This is an optimization exercise on Yosys and OpenROAD, whose aim is small area, a short achievable clock period and few clock cycles, not a production implementation.
Only simulation tests tie the RTL to the original design; equivalence was not proved.

==> flow/design.v (outline; a module is shown in full before it is edited, if it fits) <==
// module rbm_top: 817 lines
module rbm_top (
  input  logic                   finish,
  input  logic                   rst_n,
  input  rbm_pkg::feature_beat_t in_beat,
  input  logic                   in_valid,
  output logic                   in_ready,
  output rbm_pkg::rbm_result_t   out_result,
  output logic                   out_valid,
  input  logic                   out_ready
);
  // ...
==> flow/flow/run.sh <==
#!/bin/bash
# The standard layout with two changes: the port buffers are buf_4 cells,
# and timing repair keeps working until the setup slack reaches
# SETUP_SLACK_MARGIN (the clock period and constraints are unchanged).
set -euo pipefail
bash standard.sh SETUP_SLACK_MARGIN=6.7 "BUFFER_PORTS_ARGS=-buffer_cell sky130_fd_sc_hd__buf_4" finish > standard.log 2>&1
==> flow/standard.sh <==
#!/bin/bash
# synth_recipe.tcl (not shown) runs the flow's synth.tcl, then flattens the netlist and writes it again
# the make line also repeats each setting of config.mk as NAME=value (left out here)
make -C /OpenROAD-flow-scripts/flow DESIGN_CONFIG=/design/flow/config.mk WORK_HOME=/design/flow/orfs CLKGATE_MAP_FILE= SYNTH_SCRIPT=/design/flow/synth_recipe.tcl "${@:-finish}"
==> flow/config.mk <==
export PLATFORM = sky130hd
export DESIGN_NAME = rbm_top
export DESIGN_NICKNAME = rbm_top
export VERILOG_FILES = /design/flow/design.v
export SDC_FILE = /design/flow/constraint.sdc
export NUM_CORES = 4
export LEC_CHECK = 0
export CAP_MARGIN = 75
export CORE_MARGIN = 2
export CORE_UTILIZATION = 55
export SLEW_MARGIN = 75
==> flow/constraint.sdc <==
create_clock -name core_clock -period 10.0 [get_ports {finish}]
set_input_delay 2.0000 -clock core_clock [delete_from_list [all_inputs] [get_ports {finish}]]
set_output_delay 2.0000 -clock core_clock [all_outputs]
set_load 0.01 [all_outputs]
==> results_dict.tcl, run 1 <==
set metrics [dict create \
    num-nonclk-buffers 108 \
    yosysMostFrequentCell "dfxtp_1" \
    syn_nets 2208 \
    status "finished clean" \
    finalClockSkew_ns 0.0279 \
    wl_per_cell_um 17.7 \
    nonClockInverterCount 195 \
    synthMuxAreaShare 0.00477 \
    reg2reg_slack_ns 6.84 \
    nets 2242 \
    hold_class "flip-flop to flip-flop" \
    clock_buffers 49 \
    synth_enable_flop_cells 29 \
    dieArea_mm2 0.0349 \
    placementRows 66 \
    max_freq_mhz 313 \
    wl_met1_mm 19.8 \
    yosys-top-cells-count "dfxtp_1, fa_1, inv_1, nand2_1, nor2_1" \
    drt_first_iter_violations 583 \
    holdWs_ns 0.414 \
    gp_congestion 0.803 \
    required_ns 8.00 \
    pin_count 60 \
    dp_hpwl_mm 30.5 \
]
Testbench counts, summed over its fixed seeds: cycles 5,864.
==> run 2, diff against run 1 <==
--- a/flow/config.mk
+++ b/flow/config.mk
@@ -7,5 +7,6 @@
 export LEC_CHECK = 0
 export CAP_MARGIN = 75
 export CORE_MARGIN = 2
-export CORE_UTILIZATION = 55
+export CORE_UTILIZATION = 70
+export PLACE_DENSITY = 0.8
 export SLEW_MARGIN = 75
==> run 2 against run 1 <==
Net effect: setup slack worse by 0.056 ns; register-to-register slack worse by 0.07 ns; still clean on timing, DRC and antenna; global-route usage up 5.9 points; critical path depth stayed put; via count rose by 4.4%; first-iteration DRC count up 100%; final area fell by 1.4%; sequential share of layout area up 0.38 points; hold slack worse by 0.011 ns.
==> results_dict.tcl, run 2 <==
set metrics [dict create \
    gp_congestion 0.842 \
    maxSlewHeadroom 0.716 \
    slowest_delay_ns 0.48 \
    clkSlewWorstSetupHoldPaths_ns 0.06 \
    tightest_slew_ns 0.426 \
    clockBufferDepth 3 \
    grt_max_degree 47 \
    grt_use_total 0.310 \
    finalClockSkew_ns 0.0175 \
    placementRows 59 \
    cp-end-kind "output port" \
    top_register "acc" \
    routed.top_layer "met4" \
    wl_met1_mm 17.6 \
    met3WireLength_mm 3.27 \
    holdWs_ns 0.403 \
    drt_first_iter_violations 1183 \
    syn_avg_cell_area_um2 9.70 \
    dieArea_mm2 0.0275 \
    final_cell_mix "dfxtp_1, fa_1, inv_1" \
    syn_nets 2208 \
    finalSetupViolCount 0 \
    cp-start-kind "flip-flop" \
    cts_hold_buf 0 \
    rsz0062_at_grt "false" \
    port_buffers 58 \
    period_needed_ns 3.25 \
    antenna_found_initial 0 \
    path_buf_inv 1 \
    synth_area_leader_cell "dfxtp_1" \
    crit_chain "buf_4" \
    cts_tree "built" \
    hold_class "flip-flop to flip-flop" \
    synth_enable_flop_cells 29 \
    synth-seq-area-share 0.314 \
    synth_seq_cells 270 \
    area_delta_synth_final_pct 12.4 \
    clk_latency_ns 0.57 \
    path_delay_family "flip-flops" \
    grt_pass1_wl_mm 69.6 \
    grt_overflow 0 \
    yosys-top-cells-count "dfxtp_1, fa_1, inv_1, nand2_1, nor2_1" \
    grt_pass1_vias 13900 \
    yosysWarnings 5 \
    final_common_cell "dfxtp_1" \
    required_ns 8.00 \
    finalInstanceArea_mm2 0.0206 \
    start_util 0.708 \
    post-route-period-util 0.325 \
    r2r-start "first1n" \
    ys.flop_type "dfxtp_1" \
    diodes 0 \
    reg2reg_depth 10 \
    regToRegEndpoint "acc[4][7]" \
    crit_end "out_result[19]" \
    reg2reg_slack_ns 6.77 \
    cts_root_buf "clkbuf_16" \
    yosysMostFrequentCell "dfxtp_1" \
    via_count 13700 \
    worstPathArrival_ns 1.25 \
    dr_wl_met2_mm 21.1 \
    synthTopCellsByArea "dfxtp_1, fa_1, ha_1, edfxtp_1, inv_1" \
    drv_slew 0 \
    path_max_fanout 8 \
    numCtsBuffers 30 \
    final-hold-violation-count 0 \
    synth_top_cell_area_share 0.250 \
    viasPerCell 6.04 \
    cts.htree.levels 1 \
    wl_per_cell_um 19.0 \
    syn_inst 1893 \
    routed_wl_mm 43.3 \
    core_area_mm2 0.0259 \
    critical_path_class "flip-flop to output port" \
    ant_nets 0 \
    path_depth 1 \
    critPathLaunch "s0[13]" \
    largestRegisters "acc x100, pr x35, r x16" \
    setup_tns_ns 0 \
    dp_hpwl_mm 30.3 \
    nets 2233 \
    drtPass1Iterations 5 \
    max_freq_mhz 308 \
    max-cap-violations 0 \
    status "finished clean" \
    crit_path_top_delay_cell "edfxtp_1" \
    drc 0 \
    clock-sinks 270 \
    placed_cell_area_mm2 0.0192 \
    die_height_um 166 \
    ys_types 70 \
    pin_count 60 \
    post-route-util 0.796 \
    drive_gt1_frac 0.136 \
    async_reset_ff_frac 0.0444 \
    synthesis.area_mm2 0.0184 \
    largest_reg_flops 100 \
    die_w_um 166 \
]
-- run 2: worst min path at each step --
stage          startpoint  cells past startpoint    end
2_1_floorplan          v0                      0    va1
3_3_place_gp       d1x[0]                      0  s1[0]
3_5_place_dp       d1x[0]                      0  s1[0]
4_1_cts            d1x[0]                      0  s1[0]
5_1_grt            d1x[0]                      0  s1[0]
6_report           d1x[0]                      0  s1[0]
-- run 2: routing by layer --
layer | vias to the layer above | track usage
met5 | - | 0
met4 | 0 | 0.104
met3 | 108 | 0.0477
met2 | 596 | 0.524
met1 | 6687 | 0.412
li1 | 6338 | -
-- run 2: final cells by class --
| type | instances | area (um^2) |
|---|---|---|
| multi-input combinational | 1318 | 11700 |
| tap | 335 | 419 |
| clock buffer | 46 | 902 |
| fill | 1647 | 5270 |
| timing repair buffer | 104 | 986 |
| clock inverter | 6 | 66.3 |
| inverter | 194 | 748 |
| sequential | 270 | 5840 |
-- run 2: cell families (layout without fill, tap and decap cells) --
logic type | after synthesis | after routing | share of synthesized area
xor+xnor | 98 | 98 | 0.0472
flops | 270 | 270 | 0.314
compound gates | 374 | 374 | 0.138
fa+ha+maj | 298 | 298 | 0.285
simple gates | 540 | 540 | 0.146
buf+inv | 305 | 350 | 0.0657
mux | 8 | 8 | 0.00477
-- run 2: per-stage QoR --
stage / std cells / worst slack [ns]
2_1_floorplan: 1893 / 6.72
3_3_place_gp: 2187 / 6.28
3_5_place_dp: 2199 / 6.46
4_1_cts: 2255 / 6.68
5_1_grt: 2273 / 6.69
6_report: 2273 / 6.75
-- run 2: timing repair --
action                                  in CTS  in global routing
cloned                                       1                  4
pin swaps                                    2                  6
gates resized for setup                      8                 18
endpoints found under the setup margin      11                 34
setup buffers                                3                 11
==> run 3, diff against run 2 <==
==> flow/config.mk (replaced) <==
export PLATFORM = sky130hd
export DESIGN_NAME = rbm_top
export DESIGN_NICKNAME = rbm_top
export VERILOG_FILES = /design/flow/design.v
export SDC_FILE = /design/flow/constraint.sdc
export NUM_CORES = 4
export LEC_CHECK = 0
export CAP_MARGIN = 50
export CORE_MARGIN = 2
export CORE_UTILIZATION = 55
export CTS_BUF_LIST = sky130_fd_sc_hd__clkbuf_8
export SLEW_MARGIN = 50
==> run 3 against run 2 <==
Net effect: sequential share of layout area about the same; die area up 27%; wire length down 2.5%; final area down 1.2%; non-clock buffer count down 17; setup slack worse by 0.088 ns; critical path depth unchanged; hold slack better by 0.0080 ns; first-iteration DRC count down 54%; synthesized cell count unchanged; clock skew up 0.014 ns.
==> results_dict.tcl, run 3 <==
set metrics [dict create \
    hold_class "flip-flop to flip-flop" \
    synth_top_cell_area_share 0.250 \
    clkSlewWorstSetupHoldPaths_ns 0.07 \
    drtPass1Iterations 5 \
    crit_path_top_delay_cell "edfxtp_1" \
    yosysMostFrequentCell "dfxtp_1" \
    die_w_um 187 \
    final_common_cell "dfxtp_1" \
    viasPerCell 5.48 \
    grt_pass1_wl_mm 69.5 \
    drt_first_iter_violations 541 \
    drive_gt1_frac 0.123 \
    cts_root_buf "clkbuf_8" \
    post-route-util 0.624 \
    grt_use_total 0.247 \
    synthesis.area_mm2 0.0184 \
    synthTopCellsByArea "dfxtp_1, fa_1, ha_1, edfxtp_1, inv_1" \
    final_cells 2399 \
    clk_latency_ns 0.60 \
    cts_hold_buf 0 \
    dp_hpwl_mm 29.9 \
    cp-end-kind "output port" \
    path_delay_family "flip-flops" \
    tightest_slew_ns 0.732 \
    crit_chain "buf_6" \
    post-route-period-util 0.334 \
    path_buf_inv 1 \
    wl_per_cell_um 17.6 \
    max_freq_mhz 300 \
    via_count 13100 \
    n_fill_cell 2826 \
    largestRegisters "acc x100, pr x35, r x16" \
    dp_slack_ns 6.40 \
    gp_congestion 0.803 \
    area_delta_synth_final_pct 11.1 \
    ys_types 70 \
    synth_area_leader_cell "dfxtp_1" \
    drv_slew 0 \
    largest_reg_flops 100 \
    clock-sinks 270 \
    placementRows 66 \
    pin_count 60 \
    max-cap-violations 0 \
    grt_max_degree 81 \
    drc 0 \
    antenna_found_initial 0 \
    async_reset_ff_frac 0.0444 \
    numCtsBuffers 50 \
    rsz0062_at_grt "true" \
    ys.flop_type "dfxtp_1" \
    worstPathArrival_ns 1.34 \
    syn_inst 1893 \
    multi_input_area_mm2 0.0115 \
    period_needed_ns 3.34 \
    grt_overflow 0 \
    port_buffers 58 \
    synth_seq_cells 270 \
    setup_tns_ns 0 \
    maxSlewHeadroom 0.511 \
    required_ns 8.00 \
    ff_latch_area_mm2 0.00579 \
    finalSetupViolCount 0 \
    cp-start-kind "flip-flop" \
    yosys-top-cells-count "dfxtp_1, fa_1, inv_1, nand2_1, nor2_1" \
    clockBufferDepth 3 \
    layout_setup_ws_ns 6.66 \
    final_cell_mix "dfxtp_1, inv_1, fa_1" \
    diodes 0 \
    path_max_fanout 8 \
    synth-seq-area-share 0.314 \
    finalClockSkew_ns 0.0316 \
    ant_nets 0 \
    finalInstanceArea_mm2 0.0204 \
    critical_path_class "flip-flop to output port" \
    dieArea_mm2 0.0349 \
    nets 2236 \
    cts.htree.levels 2 \
    yosysWarnings 5 \
    cts_tree "built" \
    synth_enable_flop_cells 29 \
    slowest_delay_ns 0.55 \
    holdWs_ns 0.411 \
    final-hold-violation-count 0 \
    grt_pass1_vias 13400 \
    syn_nets 2208 \
    core_area_mm2 0.0327 \
    syn_avg_cell_area_um2 9.70 \
    start_util 0.561 \
    status "finished clean" \
    placed_cell_area_mm2 0.0190 \
    top_register "acc" \
    dp.cells 2297 \
    die_height_um 187 \
    routed_wl_mm 42.2 \
]
-- run 3: repair_timing --
item / 4_1_cts / 5_1_grt
gates resized for setup: 26 / 20
endpoints found under the setup margin: 69 / 53
setup buffers: 6 / 8
pin swaps: 1 / 8
-- run 3: cell families after synthesis --
logic type,share of synthesized area
XOR/XNOR,0.0472
AND/OR/NAND/NOR,0.146
multiplexers,0.00477
adder cells (fa/ha/maj),0.285
buffers and inverters,0.0657
flip-flops,0.314
AO/OA/AOI/OAI,0.138
-- run 3: worst paths after layout --
| check | from | endpoint | slack (ns) | cells after the start |
|---|---|---|---|---|
| min reg2reg | pr[2][5] | pr[2][6] | 0.41 | 2 |
| min in group asynchronous | rst_n | cnt[1] | 1.24 | 1 |
| max | s0[13] | out_result[16] | 6.66 | 1 |
| max reg2reg | acc[0][9] | d0x[5] | 6.73 | 13 |
| max in group asynchronous | rst_n | in_ready | 8.51 | 1 |
| min | pr[2][5] | pr[2][6] | 0.41 | 2 |
-- run 3: cell type report --
class / count / share of cell area
well taps: 442 / 0.0271
clock inverters: 24 / 0.00926
multi-input cells: 1318 / 0.564
repair buffers: 87 / 0.0366
flip-flops and latches: 270 / 0.284
inverters: 194 / 0.0359
clock buffers: 64 / 0.0432
-- run 3: layer usage --
metal	GRT usage	wire (um)	up-vias
met5	0	0	-
met4	0.0812	1200	0
met3	0.0339	1570	80
met2	0.401	19600	243
met1	0.343	19800	6472
li1	-	-	6344
==> run 4, diff against run 3 <==
--- a/flow/config.mk
+++ b/flow/config.mk
@@ -8,5 +8,4 @@
 export CAP_MARGIN = 50
 export CORE_MARGIN = 2
 export CORE_UTILIZATION = 55
-export CTS_BUF_LIST = sky130_fd_sc_hd__clkbuf_8
 export SLEW_MARGIN = 50
==> run 4 against run 3 <==
Net effect: still clean; final area up 0.26%; wire length down 0.37%; global-route usage about the same; critical path depth up 9; core utilization up 0.16 points; synthesized area unchanged; via count down 0.58%; synthesized cell count unchanged; critical endpoint is now d0x[5].
==> results_dict.tcl, run 4 <==
set metrics [dict create \
    drc 0 \
    numCtsBuffers 34 \
    cts_tree "built" \
    grt_overflow 0 \
    async_reset_ff_frac 0.0444 \
    tightest_slew_ns 0.721 \
    cts_root_buf "clkbuf_16" \
    dp_hpwl_mm 29.9 \
    nets 2217 \
    required_ns 10.37 \
    met3_usage 0.0261 \
    final_cell_mix "dfxtp_1, fa_1, inv_1" \
    ys_types 70 \
    worstPathArrival_ns 3.60 \
    clk_latency_ns 0.52 \
    start_util 0.561 \
    synth_xor_area_frac 0.0472 \
    period_needed_ns 3.23 \
    gp_congestion 0.803 \
    synth_top_cell_area_share 0.250 \
    largest_reg_flops 100 \
    rsz0062_at_grt "true" \
    path_max_fanout 14 \
    final_common_cell "dfxtp_1" \
    cp-start-kind "flip-flop" \
    synth_seq_cells 270 \
    die_height_um 187 \
    n_fill_cell 2814 \
    reg2reg_slack_ns 6.77 \
    synth-seq-area-share 0.314 \
    largestRegisters "acc x100, pr x35, r x16" \
    holdWs_ns 0.412 \
    drt_first_iter_violations 637 \
    setup_tns_ns 0 \
    grt_max_degree 81 \
    clkSlewWorstSetupHoldPaths_ns 0.06 \
    area_delta_synth_final_pct 11.4 \
    diodes 0 \
    pin_count 60 \
    dp.cells 2297 \
    final-hold-violation-count 0 \
    syn_avg_cell_area_um2 9.70 \
    final_cells 2370 \
    port_buffers 58 \
    top_register "acc" \
    synth_area_leader_cell "dfxtp_1" \
    hold_class "flip-flop to flip-flop" \
    syn_nets 2208 \
    synthesis.area_mm2 0.0184 \
    syn_inst 1893 \
    placementRows 66 \
    max-cap-violations 0 \
    status "finished clean" \
    synth_enable_flop_cells 29 \
    clock-sinks 270 \
    maxSlewHeadroom 0.519 \
    top_usage_layer "met2" \
    yosysMostFrequentCell "dfxtp_1" \
    viasPerCell 5.51 \
    multi_input_area_mm2 0.0115 \
    critical_path_class "flip-flop to flip-flop" \
    grt_pass1_wl_mm 69.4 \
    cts.htree.levels 2 \
    drtPass1Iterations 5 \
    cp-end-kind "flip-flop" \
    post-route-period-util 0.323 \
    grt_pass1_vias 13200 \
    routed_wl_mm 42.0 \
    max_freq_mhz 309 \
    core_area_mm2 0.0327 \
    drive_gt1_frac 0.114 \
    clockBufferDepth 3 \
    synth-simple-area-share 0.146 \
    ff_latch_area_mm2 0.00579 \
    antenna_found_initial 0 \
    ys.flop_type "dfxtp_1" \
    synth-compound-area-share 0.138 \
    grt_use_total 0.247 \
    synthTopCellsByArea "dfxtp_1, fa_1, ha_1, edfxtp_1, inv_1" \
    yosys.area_share.adder 0.285 \
    yosys-top-cells-count "dfxtp_1, fa_1, inv_1, nand2_1, nor2_1" \
    finalSetupViolCount 0 \
    grt_use_met1 0.347 \
    drv_slew 0 \
    use_met2 0.406 \
    synthMuxAreaShare 0.00477 \
    via_count 13100 \
    yosysWarnings 5 \
    dieArea_mm2 0.0349 \
    ant_nets 0 \
    wl_per_cell_um 17.7 \
    die_w_um 187 \
    synth_top_family_by_area "adder cells" \
    finalClockSkew_ns 0.0187 \
]
## run 4: changes by cell type in the layout (fill, tap and decap cells not counted), moves of 2 or more
cell,delta
clkbuf_1,+4
inv_1,-11
clkbuf_8,-56
clkbuf_16,+35
buf_6,-15
clkinv_2,-2
buf_4,+12
## run 4: final cells by class
type,instances,area share
Multi-Input combinational cell,1318,0.563
Clock buffer,47,0.0489
Tap cell,442,0.0270
Sequential cell,270,0.283
Clock inverter,15,0.00960
Inverter,194,0.0358
Timing Repair Buffer,84,0.0326
## run 4: metrics by stage
stage	worst slack, ns	area (um^2)	util
after floorplan	6.72	18400	-
after global placement	6.25	19000	0.580
after detailed placement	6.40	19000	0.581
after CTS	6.60	20300	0.621
after global routing	6.56	20500	0.625
final	6.77	20500	0.625
## run 4: path summary, 6_finish.rpt
kind	start	cells past startpoint	to
worst max-delay path	acc[3][9]	10	d0x[5]
worst min-delay path	d1x[0]	0	s1[0]
max in group asynchronous	rst_n	1	cidle
min in group asynchronous	rst_n	1	npend[0]
worst min register to register	d1x[0]	0	s1[0]
worst max register to register	acc[3][9]	10	d0x[5]
## run 4: metal layers
| metal | up-vias | wire length, um |
|---|---|---|
| met3 | 64 | 1360 |
| met4 | 0 | 1040 |
| met2 | 208 | 19700 |
| met1 | 6485 | 20000 |
| met5 | - | 0 |
| li1 | 6306 | - |
## run 4: worst max-delay path, stage by stage, from the launching register on
cell and delay [ns]:
dfxtp_1 0.32, ha_1 0.31, nand4_1 0.10, o21ai_2 0.26, a41oi_1 0.31, o21ai_2 0.38, mux2i_1 0.24, and2_1 0.50
or3_1 0.19, mux2i_1 0.07, a311oi_1 0.38
## run 4: logic make-up (layout without fill, tap and decap cells)
kind of cell             count (synthesis)  count (layout)
AO/OA/AOI/OAI                          374             374
XOR/XNOR                                98              98
adder cells (fa/ha/maj)                298             298
buffers and inverters                  305             340
flip-flops                             270             270
multiplexers                             8               8
AND/OR/NAND/NOR                        540             540
## run 4: timing repair
action | 4_1_cts | 5_1_grt
hold buffers | 0 | 0
setup buffers | 3 | 8
resized for setup | 15 | 17
endpoints found under the setup margin | 54 | 34
pin swaps | 1 | 9
==> run 5, diff against run 4 <==
--- a/flow/config.mk
+++ b/flow/config.mk
@@ -8,4 +8,5 @@
 export CAP_MARGIN = 50
 export CORE_MARGIN = 2
 export CORE_UTILIZATION = 55
+export CTS_BUF_LIST = sky130_fd_sc_hd__clkbuf_4 sky130_fd_sc_hd__clkbuf_8
 export SLEW_MARGIN = 50
==> run 5 against run 4 <==
Net effect: cell count is 1.2% higher; setup slack got worse by 0.10 ns; wire length grew 0.40%.
==> results_dict.tcl, run 5 <==
set metrics [dict create \
    status "finished clean" \
    grt_pass1_wl_mm 69.5 \
    ant_nets 0 \
    layout_setup_ws_ns 6.66 \
    syn_avg_cell_area_um2 9.70 \
    grt_overflow 0 \
    post-route-util 0.625 \
    hp-start "pr[2][5]" \
    area_delta_synth_final_pct 11.4 \
    cts_tree "built" \
    crit_chain "buf_6" \
    synth_enable_flop_cells 29 \
    synth_xor_area_frac 0.0472 \
    holdPathStages 2 \
    drv_slew 0 \
    wl_met1_mm 19.7 \
    yosysWarnings 5 \
    port_buffers 58 \
    synth-simple-area-share 0.146 \
    dieArea_mm2 0.0349 \
    hold_class "flip-flop to flip-flop" \
    critical_path_class "flip-flop to output port" \
    syn_nets 2208 \
    cp-end-kind "output port" \
    clk_latency_ns 0.60 \
    cts_root_buf "clkbuf_8" \
    yosys-top-cells-count "dfxtp_1, fa_1, inv_1, nand2_1, nor2_1" \
    async_reset_ff_frac 0.0444 \
    max_freq_mhz 300 \
    antenna_found_initial 0 \
    yosys.area_share.adder 0.285 \
    drc 0 \
    diodes 0 \
    period_needed_ns 3.34 \
    finalSetupViolCount 0 \
    n_fill_cell 2815 \
    die_height_um 187 \
    path_max_fanout 8 \
    top_register "acc" \
    met3WireLength_mm 1.61 \
    reg2reg_depth 13 \
    synthTopCellsByArea "dfxtp_1, fa_1, ha_1, edfxtp_1, inv_1" \
    pin_count 60 \
    via_count 13200 \
    dr_wl_met2_mm 19.6 \
    synth_seq_cells 270 \
    final_cells 2399 \
    final_common_cell "dfxtp_1" \
    max-cap-violations 0 \
    rsz0062_at_grt "true" \
    synthesis.area_mm2 0.0184 \
    dp_hpwl_mm 29.9 \
    grt_max_degree 81 \
    drtPass1Iterations 5 \
    drive_gt1_frac 0.129 \
    wl_per_cell_um 17.6 \
    drt_first_iter_violations 603 \
    nets 2236 \
    final-hold-violation-count 0 \
    grt_pass1_vias 13400 \
    ys.flop_type "dfxtp_1" \
    viasPerCell 5.49 \
    core_area_mm2 0.0327 \
    yosysMostFrequentCell "dfxtp_1" \
    slowest_delay_ns 0.55 \
    clockBufferDepth 3 \
    clkSlewWorstSetupHoldPaths_ns 0.07 \
    ys_types 70 \
    gp_congestion 0.803 \
    tightest_slew_ns 0.749 \
    r2r-start "acc[0][9]" \
    largest_reg_flops 100 \
    dp.cells 2297 \
    numCtsBuffers 50 \
    dp_slack_ns 6.40 \
    grt_use_total 0.247 \
    path_delay_family "flip-flops" \
    synth-seq-area-share 0.314 \
    worstPathArrival_ns 1.34 \
    syn_inst 1893 \
    maxSlewHeadroom 0.500 \
    synth_top_family_by_area "adder cells" \
    synth_area_leader_cell "dfxtp_1" \
    crit_path_top_delay_cell "edfxtp_1" \
    largestRegisters "acc x100, pr x35, r x16" \
    finalClockSkew_ns 0.0361 \
    cts.htree.levels 2 \
    synth-compound-area-share 0.138 \
    routed_wl_mm 42.2 \
    setup_tns_ns 0 \
    required_ns 8.00 \
    reg2reg_slack_ns 6.75 \
    whs_endpoint "pr[2][6]" \
    path_buf_inv 1 \
    post-route-period-util 0.334 \
    start_util 0.561 \
    final_cell_mix "dfxtp_1, fa_1, inv_1" \
    die_w_um 187 \
    regToRegEndpoint "d0x[5]" \
    placementRows 66 \
    cp-start-kind "flip-flop" \
    routed.top_layer "met4" \
    clock-sinks 270 \
    synth_top_cell_area_share 0.250 \
    synthMuxAreaShare 0.00477 \
]
## run 5: layout make-up
| type | count | area, um^2 | share of cell area |
|---|---|---|---|
| timing repair buffer | 87 | 746 | 0.0365 |
| clock inverter | 13 | 148 | 0.00722 |
| tap | 442 | 553 | 0.0271 |
| inverter | 194 | 733 | 0.0359 |
| sequential | 270 | 5790 | 0.283 |
| multi-input combinational | 1318 | 11500 | 0.563 |
| clock buffer | 75 | 963 | 0.0471 |
## run 5: stage by stage
step                      hold WS, ns  instance area, um^2
after floorplan                 0.358                18400
after global placement          0.389                19000
after detailed placement        0.396                19000
after CTS                       0.411                20300
after global routing            0.397                20400
final                           0.410                20400
## run 5: routing by layer
metal	GRT usage	vias up
li1	-	6344
met1	0.344	6500
met2	0.401	247
met3	0.0331	80
met4	0.0806	0
met5	0	-
## run 5: repair_timing
item | 4_1_cts | 5_1_grt
gates cloned | 0 | 0
gates resized for setup | 27 | 20
setup buffers | 5 | 9
pin swaps | 0 | 8
endpoints found under the setup margin | 69 | 53
hold buffers | 0 | 0
## run 5: how the worst max path moves through the flow
stage | from | to | slack [ns] | cells past startpoint
after floorplan | vn1 | acc[1][8] | 6.72 | 9
after global placement | first1n | acc[4][19] | 6.25 | 10
after detailed placement | acc[0][9] | d0x[5] | 6.40 | 13
after CTS | acc[0][9] | d0x[5] | 6.50 | 13
after global routing | acc[0][9] | d0x[5] | 6.57 | 13
final | s0[13] | out_result[16] | 6.66 | 1
## run 5: cells by family (layout without fill, tap and decap cells)
kind of cell	Yosys count	count (layout)
DFF	270	270
muxes	8	8
and+or+nand+nor	540	540
buffers and inverters	305	369
adders and majority gates	298	298
AOI/OAI and AO/OA	374	374
xor gates and xnor gates	98	98
==> run 6, diff against run 5 <==
--- a/flow/config.mk
+++ b/flow/config.mk
@@ -8,5 +8,6 @@
 export CAP_MARGIN = 50
 export CORE_MARGIN = 2
 export CORE_UTILIZATION = 55
-export CTS_BUF_LIST = sky130_fd_sc_hd__clkbuf_4 sky130_fd_sc_hd__clkbuf_8
+export CTS_CLUSTER_DIAMETER = 80
+export CTS_CLUSTER_SIZE = 24
 export SLEW_MARGIN = 50
==> run 6 against run 5 <==
Net effect: still clean; register-to-register slack worse by 0.06 ns; sequential share of layout area rose by 0.84 points; first-iteration DRC count is 2.7% higher; synthesized area is the same; setup slack improved by 0.022 ns; clock skew decreased by 0.010 ns; via count fell by 1.8%; maximum frequency is 0.67% higher.
==> results_dict.tcl, run 6 <==
set metrics [dict create \
    finalClockSkew_ns 0.0260 \
    synth-seq-area-share 0.314 \
    final_common_cell "dfxtp_1" \
    synth_area_leader_cell "dfxtp_1" \
    required_ns 10.37 \
    start_util 0.561 \
    grt_use_total 0.242 \
    drv_slew 0 \
    ys.flop_type "dfxtp_1" \
    drc 0 \
    grt_pass1_wl_mm 68.5 \
    diodes 0 \
    worstPathArrival_ns 3.69 \
    synth_top_cell_area_share 0.250 \
    synthTopCellsByArea "dfxtp_1, fa_1, ha_1, edfxtp_1, inv_1" \
    holdPathStages 0 \
    grt_max_degree 81 \
    numCtsBuffers 19 \
    critPathMostFrequentCell "ha_1" \
    setup_tns_ns 0 \
    multi_input_area_mm2 0.0115 \
    gp_congestion 0.803 \
    synthesis.area_mm2 0.0184 \
    grt_pass1_vias 13100 \
    viasPerCell 5.54 \
    post-route-period-util 0.331 \
    reg2reg_depth 13 \
    crit_chain "ha_1 -> nand4_1 -> o211ai_4 -> a41oi_2 -> o21ai_2 -> a31oi_1 -> xnor2_2 -> o21a_2 -> inv_1 -> ha_1 -> or3_1 -> mux2i_1 -> a311oi_1" \
    syn_inst 1893 \
    path_max_fanout 5 \
    pin_count 60 \
    n_fill_cell 2883 \
    final_cell_mix "dfxtp_1, fa_1, inv_1" \
    path_buf_inv 1 \
    cts_tree "built" \
    drtPass1Iterations 4 \
    die_w_um 187 \
    core_area_mm2 0.0327 \
    synth_enable_flop_cells 29 \
    final-hold-violation-count 0 \
    async_reset_ff_frac 0.0444 \
    path_delay_family "compound AO/OA/AOI/OAI gates" \
    top_register "acc" \
    ys_types 70 \
    max_freq_mhz 302 \
    ant_nets 0 \
    placementRows 66 \
    hold_class "flip-flop to flip-flop" \
    clk_latency_ns 0.53 \
    via_count 12900 \
    nets 2198 \
    syn_nets 2208 \
    clockBufferDepth 3 \
    yosysWarnings 5 \
    port_buffers 58 \
    drt_first_iter_violations 619 \
    drive_gt1_frac 0.0997 \
    whs_endpoint "s0[0]" \
    synth_seq_cells 270 \
    r2r-start "acc[0][9]" \
    hp-start "d0x[0]" \
    cts_root_buf "clkbuf_16" \
    antenna_found_initial 0 \
    clkSlewWorstSetupHoldPaths_ns 0.09 \
    largestRegisters "acc x100, pr x35, r x16" \
    path_depth 13 \
    holdWs_ns 0.407 \
    finalSetupViolCount 0 \
    grt_overflow 0 \
    cp-end-kind "flip-flop" \
    rsz0062_at_grt "true" \
    cp-start-kind "flip-flop" \
    period_needed_ns 3.31 \
    yosys-top-cells-count "dfxtp_1, fa_1, inv_1, nand2_1, nor2_1" \
    syn_avg_cell_area_um2 9.70 \
    largest_reg_flops 100 \
    status "finished clean" \
    wl_per_cell_um 17.7 \
    cts.htree.levels 1 \
    maxSlewHeadroom 0.521 \
    reg2reg_slack_ns 6.69 \
    yosysMostFrequentCell "dfxtp_1" \
    dp_hpwl_mm 29.9 \
    max-cap-violations 0 \
    routed_wl_mm 41.4 \
    dieArea_mm2 0.0349 \
    ff_latch_area_mm2 0.00579 \
    slowest_delay_ns 0.37 \
    critical_path_class "flip-flop to flip-flop" \
    clock-sinks 270 \
    area_delta_synth_final_pct 8.17 \
    die_height_um 187 \
    tightest_slew_ns 0.717 \
    crit_path_top_delay_cell "or3_1" \
    regToRegEndpoint "d0x[5]" \
]
==> run 6: logic make-up after synthesis <==
logic type               count (synthesis)  share of synthesized area
buffers and inverters                  305                     0.0657
flip-flops                             270                      0.314
multiplexers                             8                    0.00477
adder cells (fa/ha/maj)                298                      0.285
AND/OR/NAND/NOR                        540                      0.146
XOR/XNOR                                98                     0.0472
AO/OA/AOI/OAI                          374                      0.138
==> run 6: metal layers <==
metal  part of all wire  routed length, um  up-vias  track usage
li1                   -                  -     6259            -
met1               0.48              19800     6404        0.343
met2               0.47              19400      219        0.402
met3              0.032               1310       57       0.0211
met4              0.023                969        0       0.0607
met5                  0                  0        -            0
==> run 6: stage by stage <==
stage / cell area (um^2) / utilization / worst slack (ns) / instances
2_1_floorplan: 18400 / - / 6.72 / 1893
3_3_place_gp: 19000 / 0.580 / 6.25 / 2296
3_5_place_dp: 19000 / 0.581 / 6.40 / 2297
4_1_cts: 19700 / 0.603 / 6.49 / 2332
5_1_grt: 19900 / 0.607 / 6.50 / 2337
6_report: 19900 / 0.607 / 6.69 / 2337
==> run 6: cell type report <==
class                           instances  area share
Multi-Input combinational cell       1318       0.580
Sequential cell                       270       0.291
Inverter                              194      0.0370
Timing Repair Buffer                   80      0.0321
Tap cell                              442      0.0279
Clock buffer                           21      0.0243
Clock inverter                         12     0.00750
==> run 6: repair_timing <==
action | CTS | global route
setup endpoints to repair | 55 | 41
resized for setup | 12 | 22
hold buffers | 0 | 0
setup buffers | 2 | 5
pin swaps | 0 | 9
gates cloned | 0 | 0
==> run 6: how the worst max path moves through the flow <==
| stage | from | end | slack, ns |
|---|---|---|---|
| after floorplan | vn1 | acc[1][8] | 6.72 |
| after global placement | first1n | acc[4][19] | 6.25 |
| after detailed placement | acc[0][9] | d0x[5] | 6.40 |
| after CTS | a0_pend[1] | d0x[5] | 6.49 |
| after global routing | acc[0][9] | d0x[5] | 6.50 |
| final | acc[0][9] | d0x[5] | 6.69 |

==> afterwards: timing with drivers on the ports <==
The flow's constraints put no driver on any port. The routed layouts listed below were extracted and timed again, unchanged, in two steps. Step 1 (the two cells are an assumption about what drives the block):
set clk [get_ports {finish}]
set_driving_cell -lib_cell sky130_fd_sc_hd__clkbuf_16 $clk
set_driving_cell -lib_cell sky130_fd_sc_hd__buf_2 [delete_from_list [all_inputs] $clk]
Step 2 moves the port delays by t, midway between the first and last clock arrival at a register: inputs arrive t later, outputs are due t later. That takes back most of the time a late clock gives input paths. Slacks: ideal ports / drivers / drivers and shift; pairs: ideal ports / drivers.
| run | t (ns) | setup WS [ns] | worst hold slack (ns) | slew at the worst register clock pin (ns) | cell pins on the clock port's net |
|---|---|---|---|---|---|
| run 1 | 0.569 | 6.806 / 6.752 / 6.584 | 0.414 / 0.414 / 0.414 | 0.06 / 0.06 | 1 |
| run 2 | 0.611 | 6.751 / 6.699 / 6.509 | 0.403 / 0.403 / 0.403 | 0.06 / 0.06 | 1 |
| run 3 | 0.635 | 6.663 / 6.614 / 6.535 | 0.411 / 0.411 / 0.411 | 0.07 / 0.07 | 1 |
| run 4 | 0.566 | 6.765 / 6.748 / 6.536 | 0.412 / 0.412 / 0.412 | 0.06 / 0.06 | 1 |
| run 5 | 0.635 | 6.663 / 6.615 / 6.538 | 0.410 / 0.410 / 0.410 | 0.07 / 0.07 | 1 |
| run 6 | 0.577 | 6.685 / 6.685 / 6.538 | 0.407 / 0.407 / 0.407 | 0.10 / 0.10 | 1 |
After both steps setup and hold are still met in every run listed. The setup slack of run 2, which loses most, moves by -0.052 ns with the drivers and by -0.242 ns with both steps.
